This design comes from an exercise in tuning for small area on the open sky130 flow, not from production work.
Function was checked by simulation only, so behaviour that the tests miss may differ from the original.
Power figures rest on the tool's default switching activity, not on a simulated workload.

==> inputs of run A <==
==> flow/design.v (excerpt) <==
module tpm_fifo_top(clock, reset_n, req_i, we_i, addr_i, wdata_i, rdata_o, cmd_rd_addr_i, cmd_byte_o, rsp_we_i, rsp_byte_i, exec_start_o, exec_done_i, pirq_n_o, locality_o);
clock: 5.0 ns
lec_check: 0
cap_margin: 10
core_margin: 2
core_utilization: 45
setup_slack_margin: 0.2
slew_margin: 10
synth_hierarchical: 1
standard.sh (not shown) runs the stock make flow with config.mk's settings and CLKGATE_MAP_FILE= SYNTH_SCRIPT=/design/flow/synth_recipe.tcl, a recipe that flattens the netlist after the stock synthesis.
==> flow/flow/run.sh <==
#!/bin/bash
# Standard ORFS layout (the standard.sh, standard synthesis unchanged) with
# layout-only settings: small port buffers, a clock tree of clkbuf_8 (clusters of 18 sinks) without
# dummy loads, no footprint-locked resizing, plain (not timing-driven) global
# placement. make's output goes to standard.log; each ORFS step keeps its own
# log under orfs/logs.
set -euo pipefail
bash standard.sh \
	"BUFFER_PORTS_ARGS=-buffer_cell sky130_fd_sc_hd__buf_1" \
	"MATCH_CELL_FOOTPRINT=0" \
	"GPL_TIMING_DRIVEN=0" \
	"CTS_ARGS=-sink_clustering_enable -repair_clock_nets -dont_use_dummy_load -buf_list sky130_fd_sc_hd__clkbuf_8 -sink_clustering_size 18 -sink_clustering_max_diameter 70" \
	finish > standard.log 2>&1
==> inputs of run F, as changes to run A <==
==> flow/flow/run.sh (replaced) <==
#!/bin/bash
# Standard ORFS layout (the standard.sh, standard synthesis unchanged) with
# layout-only settings: small port buffers, a clock tree of clkbuf_8 without
# dummy loads, no footprint-locked resizing, plain (not timing-driven) global
# placement. make's output goes to standard.log; each ORFS step keeps its own
# log under orfs/logs.
set -euo pipefail
bash standard.sh \
	"BUFFER_PORTS_ARGS=-buffer_cell sky130_fd_sc_hd__buf_1" \
	"MATCH_CELL_FOOTPRINT=0" \
	"GPL_TIMING_DRIVEN=0" \
	"CTS_ARGS=-sink_clustering_enable -repair_clock_nets -dont_use_dummy_load -buf_list sky130_fd_sc_hd__clkbuf_8 -sink_clustering_size 16 -sink_clustering_max_diameter 60" \
	finish > standard.log 2>&1
==> impl_metrics.toml <==
[pwr]
seq_power_share = 0.702
intPower_mw = 11.2
clockPowerShare = 0.278
p_clk_mw = 3.88
switching_share = 0.199

[status]
status = "no timing/DRC/antenna violations"

[routing]
viasPerCell = 6.51

[timing]
rsz0062_at_grt = "true"
clock_skew_ns = 0.124

[worst_setup_path]
cp.arrival_ns = 3.84

[final_layout]
final_cell_area_mm2 = 0.0431
n_fill_cell = 7362

[cts]
clock_latency_ns = 0.73
-- figures above: run A

==> impl_metrics.toml <==
[logic_synthesis]
yosys.cell_types.count = 55

[pwr]
seq_power_share = 0.688
p_clk_mw = 4.17
clockPowerShare = 0.292
intPower_mw = 11.4
pwr-share-comb = 0.020

[floorplan]
coreArea_mm2 = 0.0881

[routing]
viasPerCell = 6.51
top_layer = "met4"

[status]
status = "no timing/DRC/antenna violations"

[timing]
clock_skew_ns = 0.0904
setup_tns_ns = 0

[worst_setup_path]
cp.arrival_ns = 3.72

[cts]
clock_latency_ns = 0.71

[final_layout]
final_cell_area_mm2 = 0.0433
n_fill_cell = 7323
-- figures above: run F


==> inputs of run a <==
tpm_fifo_top, a different RTL version from the one above (not shown whole).
// tpm_fifo_top
module tpm_fifo_top
(
	input  logic                     clock,
	input  logic                     reset_n,
	input  logic                     req_i,		 
	input  logic                     we_i,
	input  logic [16-1:0]   addr_i,	 
	input  logic [7:0]               wdata_i,
	output logic [7:0]               rdata_o,
	input  logic [6-1:0]   cmd_rd_addr_i,
	output logic [7:0]               cmd_byte_o,
	input  logic                     rsp_we_i,
	input  logic [7:0]               rsp_byte_i,
	output logic                     exec_start_o,
	input  logic                     exec_done_i,
	output logic                     pirq_n_o,
	output logic [5-1:0]  locality_o
);
clock: 5.0 ns
lec_check: 0
cap_margin: 5
core_margin: 2
core_utilization: 45
setup_slack_margin: 0.2
slew_margin: 5
synth_hierarchical: 1
==> flow/flow/run.sh <==
#!/bin/bash
# Standard ORFS layout (the standard.sh, standard synthesis unchanged) with
# layout-only settings: small port buffers, a clock tree of clkbuf_8 without
# dummy loads, no footprint-locked resizing, plain (not timing-driven) global
# placement. make's output goes to standard.log; each ORFS step keeps its own
# log under orfs/logs.
set -euo pipefail
bash standard.sh \
	"BUFFER_PORTS_ARGS=-buffer_cell sky130_fd_sc_hd__buf_1" \
	"MATCH_CELL_FOOTPRINT=0" \
	"GPL_TIMING_DRIVEN=0" \
	"CTS_ARGS=-sink_clustering_enable -repair_clock_nets -dont_use_dummy_load -buf_list sky130_fd_sc_hd__clkbuf_8 -sink_clustering_size 16 -sink_clustering_max_diameter 60" \
	finish > standard.log 2>&1
==> inputs of run b, as changes to run a <==
--- a/flow/design.v
+++ b/flow/design.v
@@ -21,37 +21,46 @@
 	logic [7:0] cmd_mem [64];
 	logic [7:0] rsp_mem [64];
 	logic [6:0] cmd_cnt;	 
 	logic [6:0] rsp_top;	 
 	logic cmd_take, rsp_take, size_big;
 	logic [8*64-1:0] cmd_flat, rsp_flat;
-	logic [64-1:0] cmd_wr_row, cmd_rd_row, rsp_rd_row;
+	logic [7:0] cmd_wr_hi, cmd_wr_lo, cmd_rd_hi, cmd_rd_lo, rsp_rd_hi, rsp_rd_lo;
 	assign cmd_take = fifo_wr_i && !cmd_complete_o && !cmd_cnt[6];
 	assign rsp_take = rsp_we_i && exec_i && (rsp_top != 7'd63);
 	assign size_big       = (|cmd_mem[2]) || (|cmd_mem[3]) || (|cmd_mem[4]) || cmd_mem[5][7];
 	assign cmd_complete_o = (cmd_cnt >= 6) && !size_big && (cmd_cnt >= {1'b0, cmd_mem[5][6:0]});
 	always_comb
 	begin
+		for (int i = 0; i < 8; i++)
+		begin
+			cmd_wr_hi[i] = (cmd_cnt[5:3] == 3'(i));
+			cmd_wr_lo[i] = (cmd_cnt[2:0] == 3'(i)) && cmd_take;
+			cmd_rd_hi[i] = (cmd_rd_addr_i[5:3] == 3'(i));
+			cmd_rd_lo[i] = (cmd_rd_addr_i[2:0] == 3'(i));
+			rsp_rd_hi[i] = (rsp_top[5:3] == 3'(i));
+			rsp_rd_lo[i] = (rsp_top[2:0] == 3'(i));
+		end
+	end
+	always_comb
+	begin
 		for (int i = 0; i < 64; i++)
 		begin
 			cmd_flat[8 * i +: 8] = cmd_mem[i];
 			rsp_flat[8 * i +: 8] = rsp_mem[i];
 		end
 	end
-	tpm_row_dec_en i_cmd_wr_dec (.idx_i(cmd_cnt[6-1:0]), .en_i(cmd_take), .row_o(cmd_wr_row));
-	tpm_row_dec i_cmd_rd_dec (.idx_i(cmd_rd_addr_i), .row_o(cmd_rd_row));
-	tpm_buf_read i_cmd_read (.row_i(cmd_rd_row), .mem_i(cmd_flat), .byte_o(cmd_byte_o));
+	tpm_buf_read i_cmd_read (.hi_i(cmd_rd_hi), .lo_i(cmd_rd_lo), .mem_i(cmd_flat), .byte_o(cmd_byte_o));
 	always_ff @(posedge clock)
 	begin
 		for (int i = 0; i < 64; i++)
-			if (cmd_wr_row[i])
+			if (cmd_wr_hi[i / 8] && cmd_wr_lo[i % 8])
 				cmd_mem[i] <= wdata_i;
 	end
 	assign rsp_empty_o = rsp_top[6];
-	tpm_row_dec i_rsp_rd_dec (.idx_i(rsp_top[6-1:0]), .row_o(rsp_rd_row));
-	tpm_buf_read i_rsp_read (.row_i(rsp_rd_row), .mem_i(rsp_flat), .byte_o(rdata_o));
+	tpm_buf_read i_rsp_read (.hi_i(rsp_rd_hi), .lo_i(rsp_rd_lo), .mem_i(rsp_flat), .byte_o(rdata_o));
 	always_ff @(posedge clock)
 	begin
 		if (rsp_take)
 		begin
 			rsp_mem[0] <= rsp_byte_i;
 			for (int i = 1; i < 64; i++)
@@ -78,164 +87,56 @@
 				rsp_top <= rsp_top + 1'b1;
 			else if (fifo_rd_i)	 
 				rsp_top <= rsp_top - 1'b1;
 		end
 	end
 endmodule
-module tpm_row_dec
-(
-	input  logic [6-1:0]   idx_i,
-	output logic [64-1:0] row_o
-);
-	logic [6-1:0] idx_n;
-	logic [7:0] hi_n, lo_n;
-	for (genvar k = 0; k < 6; k++)
-	begin : g_inv
-		tpm_inv i_inv (.a_i(idx_i[k]), .y_o(idx_n[k]));
-	end
-	for (genvar v = 0; v < 8; v++)
-	begin : g_pre
-		tpm_nand3 i_hi
-		(
-			.a_i({v[2] ? idx_i[5] : idx_n[5], v[1] ? idx_i[4] : idx_n[4], v[0] ? idx_i[3] : idx_n[3]}),
-			.y_o(hi_n[v])
-		);
-		tpm_nand3 i_lo
-		(
-			.a_i({v[2] ? idx_i[2] : idx_n[2], v[1] ? idx_i[1] : idx_n[1], v[0] ? idx_i[0] : idx_n[0]}),
-			.y_o(lo_n[v])
-		);
-	end
-	for (genvar r = 0; r < 64; r++)
-	begin : g_row
-		tpm_nor2 i_nor2 (.a_i(hi_n[r / 8]), .b_i(lo_n[r % 8]), .y_o(row_o[r]));
-	end
-endmodule
-module tpm_row_dec_en
-(
-	input  logic [6-1:0]   idx_i,
-	input  logic                     en_i,
-	output logic [64-1:0] row_o
-);
-	logic [6-1:0] idx_n;
-	logic [7:0] hi_n, lo_n;
-	logic en_n;
-	for (genvar k = 0; k < 6; k++)
-	begin : g_inv
-		tpm_inv i_inv (.a_i(idx_i[k]), .y_o(idx_n[k]));
-	end
-	tpm_inv i_inv_en (.a_i(en_i), .y_o(en_n));
-	for (genvar v = 0; v < 8; v++)
-	begin : g_pre
-		tpm_nand3 i_hi
-		(
-			.a_i({v[2] ? idx_i[5] : idx_n[5], v[1] ? idx_i[4] : idx_n[4], v[0] ? idx_i[3] : idx_n[3]}),
-			.y_o(hi_n[v])
-		);
-		tpm_nand3 i_lo
-		(
-			.a_i({v[2] ? idx_i[2] : idx_n[2], v[1] ? idx_i[1] : idx_n[1], v[0] ? idx_i[0] : idx_n[0]}),
-			.y_o(lo_n[v])
-		);
-	end
-	for (genvar r = 0; r < 64; r++)
-	begin : g_row
-		tpm_nor3 i_nor3 (.a_i({hi_n[r / 8], lo_n[r % 8], en_n}), .y_o(row_o[r]));
-	end
-endmodule
-module tpm_nor3
-(
-	input  logic [2:0] a_i,
-	output logic       y_o
-);
-	assign y_o = !(|a_i);
-endmodule
-module tpm_nand2
-(
-	input  logic a_i,
-	input  logic b_i,
-	output logic y_o
-);
-	assign y_o = !(a_i && b_i);
-endmodule
-module tpm_inv
-(
-	input  logic a_i,
-	output logic y_o
-);
-	assign y_o = !a_i;
-endmodule
-module tpm_nand3
-(
-	input  logic [2:0] a_i,
-	output logic       y_o
-);
-	assign y_o = !(&a_i);
-endmodule
-module tpm_nor2
-(
-	input  logic a_i,
-	input  logic b_i,
-	output logic y_o
-);
-	assign y_o = !(a_i || b_i);
-endmodule
 module tpm_buf_read
 (
-	input  logic [64-1:0]   row_i,
+	input  logic [7:0] hi_i,
+	input  logic [7:0] lo_i,
 	input  logic [8*64-1:0] mem_i,	 
-	output logic [7:0]                  byte_o
+	output logic [7:0] byte_o
 );
-	for (genvar b = 0; b < 8; b++)
-	begin : g_bit
-		logic [64-1:0] col;
-		for (genvar r = 0; r < 64; r++)
-		begin : g_row
-			assign col[r] = mem_i[8 * r + b];
+	logic [7:0] grp [8];
+	for (genvar g = 0; g < 8; g++)
+	begin : g_grp
+		for (genvar b = 0; b < 8; b++)
+		begin : g_bit
+			tpm_ao8 i_ao8
+			(
+				.sel_i(lo_i),
+				.d_i({mem_i[8 * (8 * g + 7) + b], mem_i[8 * (8 * g + 6) + b],
+				      mem_i[8 * (8 * g + 5) + b], mem_i[8 * (8 * g + 4) + b],
+				      mem_i[8 * (8 * g + 3) + b], mem_i[8 * (8 * g + 2) + b],
+				      mem_i[8 * (8 * g + 1) + b], mem_i[8 * (8 * g) + b]}),
+				.y_o(grp[g][b])
+			);
 		end
-		tpm_ao64 i_ao64 (.sel_i(row_i), .d_i(col), .y_o(byte_o[b]));
 	end
-endmodule
-module tpm_ao64
-(
-	input  logic [63:0] sel_i,
-	input  logic [63:0] d_i,
-	output logic        y_o
-);
-	logic [21:0] n;
-	logic [5:0] p;
-	for (genvar k = 0; k < 21; k++)
-	begin : g_aoi
-		tpm_aoi3 i_aoi3 (.s_i(sel_i[3 * k +: 3]), .d_i(d_i[3 * k +: 3]), .y_o(n[k]));
-	end
-	tpm_nand2 i_nand2_last (.a_i(sel_i[63]), .b_i(d_i[63]), .y_o(n[21]));
-	for (genvar k = 0; k < 5; k++)
-	begin : g_nand4
-		tpm_nand4 i_nand4 (.a_i(n[4 * k +: 4]), .y_o(p[k]));
+	for (genvar b = 0; b < 8; b++)
+	begin : g_out
+		tpm_ao8 i_ao8
+		(
+			.sel_i(hi_i),
+			.d_i({grp[7][b], grp[6][b], grp[5][b], grp[4][b], grp[3][b], grp[2][b], grp[1][b], grp[0][b]}),
+			.y_o(byte_o[b])
+		);
 	end
-	tpm_nand2 i_nand2_p5 (.a_i(n[20]), .b_i(n[21]), .y_o(p[5]));
-	tpm_or6 i_or6 (.a_i(p), .y_o(y_o));
 endmodule
-module tpm_nand4
+module tpm_ao8
 (
-	input  logic [3:0] a_i,
-	output logic       y_o
-);
-	assign y_o = !(&a_i);
-endmodule
-module tpm_or6
-(
-	input  logic [5:0] a_i,
+	input  logic [7:0] sel_i,
+	input  logic [7:0] d_i,
 	output logic       y_o
 );
 	logic [2:0] n;
-	for (genvar k = 0; k < 3; k++)
-	begin : g_nor
-		tpm_nor2 i_nor2 (.a_i(a_i[2 * k]), .b_i(a_i[2 * k + 1]), .y_o(n[k]));
-	end
-	tpm_nand3 i_nand3 (.a_i(n), .y_o(y_o));
+	tpm_aoi3 i_aoi_lo (.s_i(sel_i[2:0]), .d_i(d_i[2:0]), .y_o(n[0]));
+	tpm_aoi3 i_aoi_mid (.s_i(sel_i[5:3]), .d_i(d_i[5:3]), .y_o(n[1]));
+	assign n[2] = !((sel_i[6] && d_i[6]) || (sel_i[7] && d_i[7]));
+	assign y_o = !(&n);
 endmodule
 module tpm_aoi3
 (
 	input  logic [2:0] s_i,
 	input  logic [2:0] d_i,
 	output logic       y_o
@@ -432,15 +333,18 @@
 	always_ff @(posedge clock or negedge reset_n)
 	begin
 		if (!reset_n)
 		begin
 			{glob_en, cr_en, lc_en, da_en} <= 4'b0000;
 			{cr_sts, lc_sts, da_sts} <= 3'b000;
+			{cr_q, da_q} <= 2'b00;
 		end
 		else
 		begin
+			cr_q <= st_ready;
+			da_q <= data_avail;
 			if (int_glob_wr)
 				glob_en <= wdata_i[7];
 			if (int_en_wr)
 			begin
 				cr_en <= wdata_i[7];
 				lc_en <= wdata_i[2];
@@ -449,17 +353,12 @@
 			cr_sts <= (glob_en && cr_en && st_ready && !cr_q) || (cr_sts && !(int_stat_clr && wdata_i[7]));
 			lc_sts <= (glob_en && lc_en && loc_change) || (lc_sts && !(int_stat_clr && wdata_i[2]));
 			da_sts <= (glob_en && da_en && data_avail && !da_q) || (da_sts && !(int_stat_clr && wdata_i[0]));
 		end
 	end
 	assign pirq_n_o = !(cr_sts || lc_sts || da_sts);
-	always_ff @(posedge clock)
-	begin
-		cr_q <= st_ready;
-		da_q <= data_avail;
-	end
 	tpm_data_buffer i_tpm_data_buffer
 	(
 		.clock(clock), .reset_n(reset_n),
 		.clear_i(to_idle), .fifo_wr_i(fifo_wr), .fifo_rd_i(fifo_rd), .wdata_i(wdata_i),
 		.exec_i(st_exec), .rdata_o(fifo_rdata),
 		.cmd_complete_o(cmd_complete), .rsp_empty_o(rsp_empty),
==> flow/flow/run.sh (replaced) <==
#!/bin/bash
# Standard ORFS layout (the standard.sh, standard synthesis unchanged) with
# layout-only settings: small port buffers, a clock tree of clkbuf_8 without
# dummy loads, no footprint-locked resizing, plain (not timing-driven) global
# placement. make's output goes to standard.log; each ORFS step keeps its own
# log under orfs/logs.
set -euo pipefail
bash standard.sh \
	"BUFFER_PORTS_ARGS=-buffer_cell sky130_fd_sc_hd__buf_2" \
	"MATCH_CELL_FOOTPRINT=0" \
	"GPL_TIMING_DRIVEN=0" \
	"CTS_ARGS=-sink_clustering_enable -repair_clock_nets -dont_use_dummy_load -buf_list sky130_fd_sc_hd__clkbuf_8 -sink_clustering_size 15 -sink_clustering_max_diameter 50" \
	finish > standard.log 2>&1
Settings changed: CAP_MARGIN 5 to 20, SETUP_SLACK_MARGIN 0.2 to not set, SLEW_MARGIN 5 to 20.
==> impl_metrics.csv <==
group,metric,value,unit
timing,clock_skew,79.6,ps
outcome,outcome,"no timing/DRC/antenna violations",
logic_synthesis,yosys_warnings,12,
power,combPwrFrac,2.9,%
finish,seq_area,0.0322,mm²
finish,design_area,0.0447,mm²
routing,drtIter0Drc,3857,
floorplanning,die_h,303,µm
global_route,grt_pass1_vias,22632,
setup_path,reg2reg_depth,6,
floorplanning,die_area,0.0921,mm²
finish,inverters,23,
global_route,met2_usage,30.7,%
power,p_int,11.8,mW
logic_synthesis,syn_area_per_cell,18.4,µm²
setup_path,r2r_end,"i_tpm_data_buffer.rsp_mem[62][4]",
finish,nNonClkBuffers,151,
finish,area_growth,10.8,%
finish,nMultiInputCombCells,1051,
[end of results for run b]
==> impl_metrics.csv <==
group,metric,value,unit
outcome,outcome,"no timing/DRC/antenna violations",
logic_synthesis,yosys_warnings,10,
finish,nNonClkBuffers,100,
logic_synthesis,syn_area_per_cell,18.1,µm²
finish,nMultiInputCombCells,1106,
finish,inverters,37,
power,p_int,11.4,mW
finish,area_growth,8.55,%
routing,drtIter0Drc,4129,
timing,clock_skew,89.5,ps
power,combPwrFrac,2.2,%
setup_path,reg2reg_depth,7,
global_route,grt_pass1_vias,22947,
[end of results for run a]

## separate check: timing with driven ports
How much do the figures lean on ideal ports? The routed layouts below were timed once more, with nothing changed but the port constraints.
Step 1, drivers: a clkbuf_16 drives clock and a buf_2 each remaining input, both assumed.
Step 2 times the ports against the registers' clock, not the clock port: input delays grow and output delays shrink by t, the midpoint of the rising clock arrivals with the driver on.
Three values: ideal ports, drivers, drivers and shift; two values: the first two.
run | t (ns) | setup slack, ns | latest minus earliest clock arrival (ns)
run A of note 1 | 0.730 | 0.162 / 0.139 / -0.225 | 0.127 / 0.127
run F of note 1 | 0.742 | 0.283 / 0.262 / -0.269 | 0.117 / 0.117
run a of note 2 | 0.753 | 0.254 / 0.228 / -0.064 | 0.112 / 0.112
run b of note 2 | 0.780 | 0.285 / 0.238 / -0.113 | 0.080 / 0.080
With both steps, setup timing fails in every run listed, where it was met with ideal ports. The setup slack of run F of note 1, which loses most, moves by -0.021 ns with the drivers and by -0.552 ns with both steps.
